From an optimization exercise on the open Yosys and OpenROAD flow, aimed at small area, a short achievable clock period and few clock cycles per item; shortcuts taken in it are not production practice. At most, simulation tests tie the RTL to the original design; equivalence was not proved.

==> run a: inputs <==
## cpu_core
module cpu_core (
	input logic clk,
	input logic rstn,
	output logic [12:0] o_i_addr,
	input logic [63:0] i_i_rdata,
	output logic [7:0] o_out_data,
	output logic o_out_vld,
	input logic i_out_rdy
);
	localparam int QC = 4;    
	localparam int OQ = 6;    
	logic [12:0] pc;
	logic arr_v;
	logic ahead;
	assign o_i_addr = pc;
	logic [31:0] q [QC];
	logic [QC-1:0] qt;        
	logic [QC-1:0] v;
	logic [QC+1:0] vx;
	logic [QC-1:0] vn;
	logic acc;
	logic [31:0] xa_a, xb_a, xa_b, xb_b;
	logic [1:0] xfa_a, xfb_a, xfa_b, xfb_b;
	logic xsub_a, xadd_a, xand_a, xor_a, xxor_a, xsll_a;
	logic xsub_b, xadd_b, xand_b, xor_b, xxor_b, xsll_b;
	logic xwe_a, xwe_b;
	logic [4:0] xdd_a, xdd_b;
	logic xo_a, xo_b, xo_fwd;
	logic [1:0] xl_a, xl_b;
	logic [31:0] res_a, res_b;
	logic [31:0] opa_a, opa_b;
	logic [31:0] wr_a, wr_b;
	logic [31:0][31:0] rf;
	logic [31:0] wa, wb;
	logic va, vb;
	logic a_alu, a_out, a_we, a_uds, a_udt, a_add, a_and, a_or, a_xor, a_sll, a_sub, a_az;
	logic b_alu, b_out, b_we, b_uds, b_udt, b_add, b_and, b_or, b_xor, b_sll, b_sub, b_az;
	logic [2:0] a_bsel, b_bsel;
	assign wa = q[0];
	assign wb = q[1];
	assign va = v[0];
	assign vb = v[1];
	core_dec dec_a (
		.i_w(wa), .o_alu(a_alu), .o_out(a_out), .o_we(a_we), .o_uses_ds(a_uds),
		.o_uses_dt(a_udt), .o_c_add(a_add), .o_c_and(a_and), .o_c_or(a_or), .o_c_xor(a_xor),
		.o_c_sll(a_sll), .o_sub(a_sub), .o_a_zero(a_az), .o_bsel(a_bsel)
	);
	core_dec dec_b (
		.i_w(wb), .o_alu(b_alu), .o_out(b_out), .o_we(b_we), .o_uses_ds(b_uds),
		.o_uses_dt(b_udt), .o_c_add(b_add), .o_c_and(b_and), .o_c_or(b_or), .o_c_xor(b_xor),
		.o_c_sll(b_sll), .o_sub(b_sub), .o_a_zero(b_az), .o_bsel(b_bsel)
	);
	logic [7:0] oq [OQ];
	logic wo_a, wo_b;             
	logic [7:0] wby_a, wby_b;
	logic [2:0] ocnt;
	logic ovld;
	logic [2:0] opend;
	logic room1, room2;
	assign opend = ocnt + {2'b0, xo_a} + {2'b0, xo_b} + {2'b0, wo_a} + {2'b0, wo_b};
	assign room1 = opend <= 3'(OQ - 1);
	assign room2 = opend <= 3'(OQ - 2);
	logic iss_a, iss_b, raw_ab, fwd_ab;
  ...
==> flow/config.mk <==
export PLATFORM = sky130hd
export DESIGN_NAME = cpu_core
export DESIGN_NICKNAME = cpu_core
export VERILOG_FILES = /design/flow/design.v
export SDC_FILE = /design/flow/constraint.sdc
export NUM_CORES = 4
export LEC_CHECK = 0
export CAP_MARGIN = 20
export CORE_MARGIN = 2
export CORE_UTILIZATION = 40
export PLACE_DENSITY = 0.46
export SLEW_MARGIN = 20
==> flow/constraint.sdc <==
create_clock -name core_clock -period 10.0 [get_ports {clk}]
set_input_delay 2.0000 -clock core_clock [delete_from_list [all_inputs] [get_ports {clk}]]
set_output_delay 2.0000 -clock core_clock [all_outputs]
set_load 0.01 [all_outputs]
standard.sh (not shown) runs the stock make flow with config.mk's settings and CLKGATE_MAP_FILE= SYNTH_SCRIPT=/design/flow/synth_recipe.tcl, a recipe that flattens the netlist after the stock synthesis.
==> flow/flow/run.sh <==
#!/bin/bash
# The standard layout, with timing repair aimed further below the clock period.
set -euo pipefail
bash standard.sh SETUP_SLACK_MARGIN=6.5 finish > standard_flow.log 2>&1
==> run b (differences from run a) <==
==> flow/design.v (replaced) <==
`timescale 1ns/1ps
`default_nettype none
module core_dec (
	input logic [31:0] i_w,
	output logic o_alu,
	output logic o_out,
	output logic o_we,
	output logic o_uses_ds,
	output logic o_uses_dt,
	output logic o_c_add,
	output logic o_c_and,
	output logic o_c_or,
	output logic o_c_xor,
	output logic o_c_sll,
	output logic o_sub,
	output logic o_a_zero,
	output logic [2:0] o_bsel
);
	logic [5:0] op;
	logic [5:0] fn;
	logic is_reg;
	logic f_add, f_sub, f_and, f_or, f_xor, f_sll;
	assign op = i_w[31:26];
	assign fn = i_w[5:0];
	assign is_reg = (op == 6'h01);
	assign f_add = (fn == 6'h20);
	assign f_sub = (fn == 6'h22);
	assign f_and = (fn == 6'h24);
	assign f_or = (fn == 6'h25);
	assign f_xor = (fn == 6'h26);
	assign f_sll = (fn == 6'h00);
	always_comb begin
		o_alu = 1'b0;
		o_out = 1'b0;
		o_uses_ds = 1'b0;
		o_uses_dt = 1'b0;
		o_c_add = 1'b0;
		o_c_and = 1'b0;
		o_c_or = 1'b0;
		o_c_xor = 1'b0;
		o_c_sll = 1'b0;
		o_sub = 1'b0;
		o_a_zero = 1'b0;
		o_bsel = 3'd0;
		case (op)
			6'h01: begin
				o_alu = 1'b1;
				o_uses_ds = f_add | f_sub | f_and | f_or | f_xor | f_sll;
				o_uses_dt = f_add | f_sub | f_and | f_or | f_xor;
				o_c_add = f_add | f_sub;
				o_sub = f_sub;
				o_c_and = f_and;
				o_c_or = f_or;
				o_c_xor = f_xor;
				o_c_sll = f_sll;
				o_bsel = f_sll ? 3'd4 : 3'd0;
			end
			6'h08: begin
				o_alu = 1'b1;
				o_uses_ds = 1'b1;
				o_c_add = 1'b1;
				o_bsel = 3'd1;
			end
			6'h0d: begin
				o_alu = 1'b1;
				o_uses_ds = 1'b1;
				o_c_or = 1'b1;
				o_bsel = 3'd2;
			end
			6'h0f: begin
				o_alu = 1'b1;
				o_c_or = 1'b1;
				o_a_zero = 1'b1;
				o_bsel = 3'd3;
			end
			6'h10: begin
				o_out = 1'b1;
				o_uses_ds = 1'b1;
			end
			default: ;
		endcase
		o_we = o_alu && (i_w[25:21] != 5'd0);
	end
endmodule
module core_rd (
	input logic [4:0] i_s,
	input logic [31:0][31:0] i_rf,
	input logic i_we_a,
	input logic [4:0] i_dd_a,
	input logic [31:0] i_res_a,
	input logic i_we_b,
	input logic [4:0] i_dd_b,
	input logic [31:0] i_res_b,
	output logic [31:0] o_v
);
	always_comb begin
		if (i_we_b && i_dd_b == i_s) begin
			o_v = i_res_b;
		end else if (i_we_a && i_dd_a == i_s) begin
			o_v = i_res_a;
		end else if (i_s == 5'd0) begin
			o_v = '0;
		end else begin
			o_v = i_rf[i_s];
		end
	end
endmodule
module core_opb (
	input logic [31:0] i_w,
	input logic [31:0] i_t,
	input logic [2:0] i_bsel,
	input logic i_sub,
	output logic [31:0] o_v
);
	always_comb begin
		case (i_bsel)
			3'd0: o_v = i_sub ? ~i_t : i_t;
			3'd1: o_v = {{16{i_w[15]}}, i_w[15:0]};
			3'd2: o_v = {16'h0000, i_w[15:0]};
			3'd3: o_v = {i_w[15:0], 16'h0000};
			default: o_v = {27'd0, i_w[10:6]};
		endcase
	end
endmodule
module core_alu (
	input logic [31:0] i_a,
	input logic [31:0] i_b,
	input logic i_cin,
	input logic i_add,
	input logic i_and,
	input logic i_or,
	input logic i_xor,
	input logic i_sll,
	output logic [31:0] o_r
);
	assign o_r = ({32{i_add}} & (i_a + i_b + {31'd0, i_cin})) |
		({32{i_and}} & (i_a & i_b)) |
		({32{i_or}} & (i_a | i_b)) |
		({32{i_xor}} & (i_a ^ i_b)) |
		({32{i_sll}} & (i_a << i_b[4:0]));
endmodule
module core_udt (
	input logic [31:0] i_w,
	output logic o_udt
);
	logic [5:0] fn;
	assign fn = i_w[5:0];
	assign o_udt = (i_w[31:26] == 6'h01) &&
		(fn == 6'h20 || fn == 6'h22 || fn == 6'h24 || fn == 6'h25 || fn == 6'h26);
endmodule
module cpu_core (
	input logic clk,
	input logic rstn,
	output logic [12:0] o_i_addr,
	input logic [63:0] i_i_rdata,
	output logic [7:0] o_out_data,
	output logic o_out_vld,
	input logic i_out_rdy
);
	localparam int QC = 4;    
	localparam int OQ = 5;    
	logic [12:0] pc;
	logic arr_v;
	logic ahead;
	assign o_i_addr = pc;
	logic [31:0] q [QC];
	logic [QC-1:0] qt;        
	logic [QC-1:0] v;
	logic [QC+1:0] vx;
	logic [QC-1:0] vn;
	logic acc;
	logic [31:0] xa_a, xb_a, xa_b, xb_b;
	logic xcin_a, xcin_b;
	logic xadd_a, xand_a, xor_a, xxor_a, xsll_a;
	logic xadd_b, xand_b, xor_b, xxor_b, xsll_b;
	logic xwe_a, xwe_b;
	logic [4:0] xdd_a, xdd_b;
	logic xo_a, xo_b, xo_fwd;
	logic [1:0] xl_a, xl_b;
	logic [31:0] res_a, res_b;
	logic [31:0][31:0] rf;
	logic [31:0] wa, wb;
	logic va, vb;
	logic a_alu, a_out, a_we, a_uds, a_udt, a_add, a_and, a_or, a_xor, a_sll, a_sub, a_az;
	logic b_alu, b_out, b_we, b_uds, b_udt, b_add, b_and, b_or, b_xor, b_sll, b_sub, b_az;
	logic [2:0] a_bsel, b_bsel;
	assign wa = q[0];
	assign wb = q[1];
	assign va = v[0];
	assign vb = v[1];
	core_dec dec_a (
		.i_w(wa), .o_alu(a_alu), .o_out(a_out), .o_we(a_we), .o_uses_ds(a_uds),
		.o_uses_dt(a_udt), .o_c_add(a_add), .o_c_and(a_and), .o_c_or(a_or), .o_c_xor(a_xor),
		.o_c_sll(a_sll), .o_sub(a_sub), .o_a_zero(a_az), .o_bsel(a_bsel)
	);
	core_dec dec_b (
		.i_w(wb), .o_alu(b_alu), .o_out(b_out), .o_we(b_we), .o_uses_ds(b_uds),
		.o_uses_dt(b_udt), .o_c_add(b_add), .o_c_and(b_and), .o_c_or(b_or), .o_c_xor(b_xor),
		.o_c_sll(b_sll), .o_sub(b_sub), .o_a_zero(b_az), .o_bsel(b_bsel)
	);
	logic [7:0] oq [OQ];
	logic [2:0] ocnt;
	logic ovld;
	logic [2:0] opend;
	logic room1, room2;
	assign opend = ocnt + {2'b0, xo_a} + {2'b0, xo_b};
	assign room1 = opend <= 3'(OQ - 1);
	assign room2 = opend <= 3'(OQ - 2);
	logic iss_a, iss_b, raw_ab, fwd_ab;
	assign fwd_ab = a_we && wb[20:16] == wa[25:21];
	assign raw_ab = a_we && ((b_uds && !b_out && wb[20:16] == wa[25:21]) ||
		(b_udt && wb[15:11] == wa[25:21]));
	assign iss_a = va && (!a_out || room1);
	assign iss_b = iss_a && vb && !raw_ab && !(a_udt && b_udt) &&
		(!b_out || (a_out ? room2 : room1));
	assign vx = {2'b00, v};
	logic [31:0] qs [3][QC];
	logic [QC-1:0] qts [3];
	logic [QC-1:0] vs [3];
	logic in_t0, in_t1;
	core_udt udt0 (.i_w(i_i_rdata[63:32]), .o_udt(in_t0));
	core_udt udt1 (.i_w(i_i_rdata[31:0]), .o_udt(in_t1));
	logic [2:0] accs;
	always_comb begin
		for (int sh = 0; sh < 3; sh++) begin
			for (int i = 0; i < QC; i++) begin
				if (i + sh < QC && vx[i + sh]) begin
					qs[sh][i] = q[(i + sh) % QC];
					qts[sh][i] = qt[(i + sh) % QC];
				end else if (i == 0 || vx[i + sh - 1]) begin
					qs[sh][i] = i_i_rdata[63:32];
					qts[sh][i] = in_t0;
				end else begin
					qs[sh][i] = i_i_rdata[31:0];
					qts[sh][i] = in_t1;
				end
			end
			accs[sh] = arr_v && !vx[QC - 2 + sh];
			for (int i = 0; i < QC; i++) begin
				vs[sh][i] = vx[i + sh] || (accs[sh] && (i < 2 || vx[i + sh - 2]));
			end
		end
	end
	assign acc = iss_b ? accs[2] : (iss_a ? accs[1] : accs[0]);
	assign vn = iss_b ? vs[2] : (iss_a ? vs[1] : vs[0]);
	always_ff @(posedge clk) begin
		for (int i = 0; i < QC; i++) begin
			q[i] <= iss_b ? qs[2][i] : (iss_a ? qs[1][i] : qs[0][i]);
			qt[i] <= iss_b ? qts[2][i] : (iss_a ? qts[1][i] : qts[0][i]);
		end
	end
	logic hit;
	assign hit = (ahead == acc);
	always_ff @(posedge clk) begin
		if (!rstn) begin
			pc <= '0;
			arr_v <= 1'b0;
			ahead <= 1'b0;
			v <= '0;
		end else begin
			v <= vn;
			arr_v <= hit;
			if (hit) begin
				ahead <= !vn[QC-1];
				if (!vn[QC-1]) begin
					pc <= pc + 13'd1;
				end
			end else begin
				ahead <= 1'b0;
				pc <= ahead ? pc - 13'd1 : pc + 13'd1;
			end
		end
	end
	logic [31:0] ra_s, r_t, rb_s;
	logic [31:0] ob_a, ob_b;
	logic [4:0] t_addr;
	assign t_addr = qt[0] ? wa[15:11] : wb[15:11];
	core_rd rd0 (.i_s(wa[20:16]), .i_rf(rf), .i_we_a(xwe_a), .i_dd_a(xdd_a), .i_res_a(res_a),
		.i_we_b(xwe_b), .i_dd_b(xdd_b), .i_res_b(res_b), .o_v(ra_s));
	core_rd rd1 (.i_s(t_addr), .i_rf(rf), .i_we_a(xwe_a), .i_dd_a(xdd_a), .i_res_a(res_a),
		.i_we_b(xwe_b), .i_dd_b(xdd_b), .i_res_b(res_b), .o_v(r_t));
	core_rd rd2 (.i_s(wb[20:16]), .i_rf(rf), .i_we_a(xwe_a), .i_dd_a(xdd_a), .i_res_a(res_a),
		.i_we_b(xwe_b), .i_dd_b(xdd_b), .i_res_b(res_b), .o_v(rb_s));
	core_opb opb_a (.i_w(wa), .i_t(r_t), .i_bsel(a_bsel), .i_sub(a_sub), .o_v(ob_a));
	core_opb opb_b (.i_w(wb), .i_t(r_t), .i_bsel(b_bsel), .i_sub(b_sub), .o_v(ob_b));
	always_ff @(posedge clk) begin
		xa_a <= a_az ? 32'd0 : ra_s;
		xb_a <= ob_a;
		xcin_a <= a_sub;
		xadd_a <= a_add;
		xand_a <= a_and;
		xor_a <= a_or;
		xxor_a <= a_xor;
		xsll_a <= a_sll;
		xdd_a <= wa[25:21];
		xl_a <= wa[1:0];
		xa_b <= b_az ? 32'd0 : rb_s;
		xb_b <= ob_b;
		xcin_b <= b_sub;
		xadd_b <= b_add;
		xand_b <= b_and;
		xor_b <= b_or;
		xxor_b <= b_xor;
		xsll_b <= b_sll;
		xdd_b <= wb[25:21];
		xl_b <= wb[1:0];
		xo_fwd <= fwd_ab;
	end
	always_ff @(posedge clk) begin
		if (!rstn) begin
			xwe_a <= 1'b0;
			xwe_b <= 1'b0;
			xo_a <= 1'b0;
			xo_b <= 1'b0;
		end else begin
			xwe_a <= iss_a && a_we;
			xwe_b <= iss_b && b_we;
			xo_a <= iss_a && a_out;
			xo_b <= iss_b && b_out;
		end
	end
	core_alu alu_a (.i_a(xa_a), .i_b(xb_a), .i_cin(xcin_a), .i_add(xadd_a), .i_and(xand_a),
		.i_or(xor_a), .i_xor(xxor_a), .i_sll(xsll_a), .o_r(res_a));
	core_alu alu_b (.i_a(xa_b), .i_b(xb_b), .i_cin(xcin_b), .i_add(xadd_b), .i_and(xand_b),
		.i_or(xor_b), .i_xor(xxor_b), .i_sll(xsll_b), .o_r(res_b));
	always_ff @(posedge clk) begin
		for (int r = 1; r < 32; r++) begin
			if (xwe_b && xdd_b == 5'(r)) begin
				rf[r] <= res_b;
			end else if (xwe_a && xdd_a == 5'(r)) begin
				rf[r] <= res_a;
			end
		end
	end
	logic [31:0] ov_b;
	logic [7:0] by_a, by_b;
	logic [7:0] p0, p1;
	logic pop;
	logic [2:0] base;
	logic [2:0] ocnt_n;
	assign ov_b = xo_fwd ? res_a : xa_b;
	always_comb begin
		case (xl_a)
			2'd0: by_a = xa_a[7:0];
			2'd1: by_a = xa_a[15:8];
			2'd2: by_a = xa_a[23:16];
			default: by_a = xa_a[31:24];
		endcase
		case (xl_b)
			2'd0: by_b = ov_b[7:0];
			2'd1: by_b = ov_b[15:8];
			2'd2: by_b = ov_b[23:16];
			default: by_b = ov_b[31:24];
		endcase
	end
	assign p0 = xo_a ? by_a : by_b;
	assign p1 = by_b;
	assign pop = ovld && i_out_rdy;
	assign base = ocnt - {2'b0, pop};
	assign ocnt_n = base + {2'b0, xo_a} + {2'b0, xo_b};
	always_ff @(posedge clk) begin
		for (int i = 0; i < OQ; i++) begin
			if (3'(i) < base) begin
				oq[i] <= pop ? oq[(i + 1) % OQ] : oq[i];
			end else if (3'(i) == base) begin
				oq[i] <= p0;
			end else if (3'(i) == base + 3'd1) begin
				oq[i] <= p1;
			end
		end
	end
	always_ff @(posedge clk) begin
		if (!rstn) begin
			ocnt <= '0;
			ovld <= 1'b0;
		end else begin
			ocnt <= ocnt_n;
			ovld <= (ocnt_n != 3'd0);
		end
	end
	assign o_out_data = oq[0];
	assign o_out_vld = ovld;
endmodule
`default_nettype wire
==> flow/run.sh (new file) <==
#!/bin/bash
# synth_recipe.tcl (not shown) runs the flow's synth.tcl, then flattens the netlist and writes it again
# the make line also repeats each setting of config.mk as NAME=value (left out here)
make -C /OpenROAD-flow-scripts/flow DESIGN_CONFIG=/design/flow/config.mk WORK_HOME=/design/flow/orfs CLKGATE_MAP_FILE= SYNTH_SCRIPT=/design/flow/synth_recipe.tcl finish
Settings changed: CORE_UTILIZATION 40 to 30, PLACE_DENSITY 0.46 to unset, SETUP_SLACK_MARGIN set to 4.6.
removed: flow/flow/run.sh
removed: flow/standard.sh
==> key figures <==
Run status
  – Status: complete, no violations

Yosys
  – Post-synth EDFFs: around 1100
  – Top_reg_cell synth: edfxtp_1
  – Yosys top cell area share: 34.6%
  – Largest family of logic cells by synthesized area: multiplexers

Clock network
  – PostCTS Resize Cnt: 4

Global route
  – Total congestion overflow: 0
  – Largest net degree at the start of global routing: 111

Die
  – Initial Utilization: ~30%
# the run above: run b

==> key figures <==
Run status
  – Halt point of the flow: global routing (5_1_grt)
  – First Err: [ERROR GRT-0232] Routing congestion too high. Check the congestion heatmap in the GUI.
  – Status: did not finish

Yosys
  – Yosys top cell area share: between 20% and 30%
  – Top_reg_cell synth: dfxtp_1

Global route
  – Largest net degree at the start of global routing: 83
# the run above: run a

Testbench counts of run b, summed over its fixed seeds: cycles 3,228, items 5,875.
For run a, only the layout was checked, not whether the RTL still works.

-- afterwards: timing with drivers on the ports --
No port has a modelled driver above. Below, the same layout with a new extraction and two added sets of constraints.
Step 1: set_driving_cell puts a clkbuf_16 on clk and a buf_2 on each other input, an assumption about the parent block.
Step 2 times the ports against the registers' clock, not the clock port: input delays grow and output delays shrink by t, the midpoint of the rising clock arrivals with the driver on.
Three values: no drivers, after step 1, after step 2; two values: the first two.
run: run b
shift t [ns]: 0.930
setup WS [ns]: 4.606 / 4.606 / 3.985
worst hold slack (ns): 0.540 / 0.540 / 0.540
After both steps run b still meets setup and hold. The setup slack of run b moves by 0.000 ns with the drivers and by -0.621 ns with both steps.
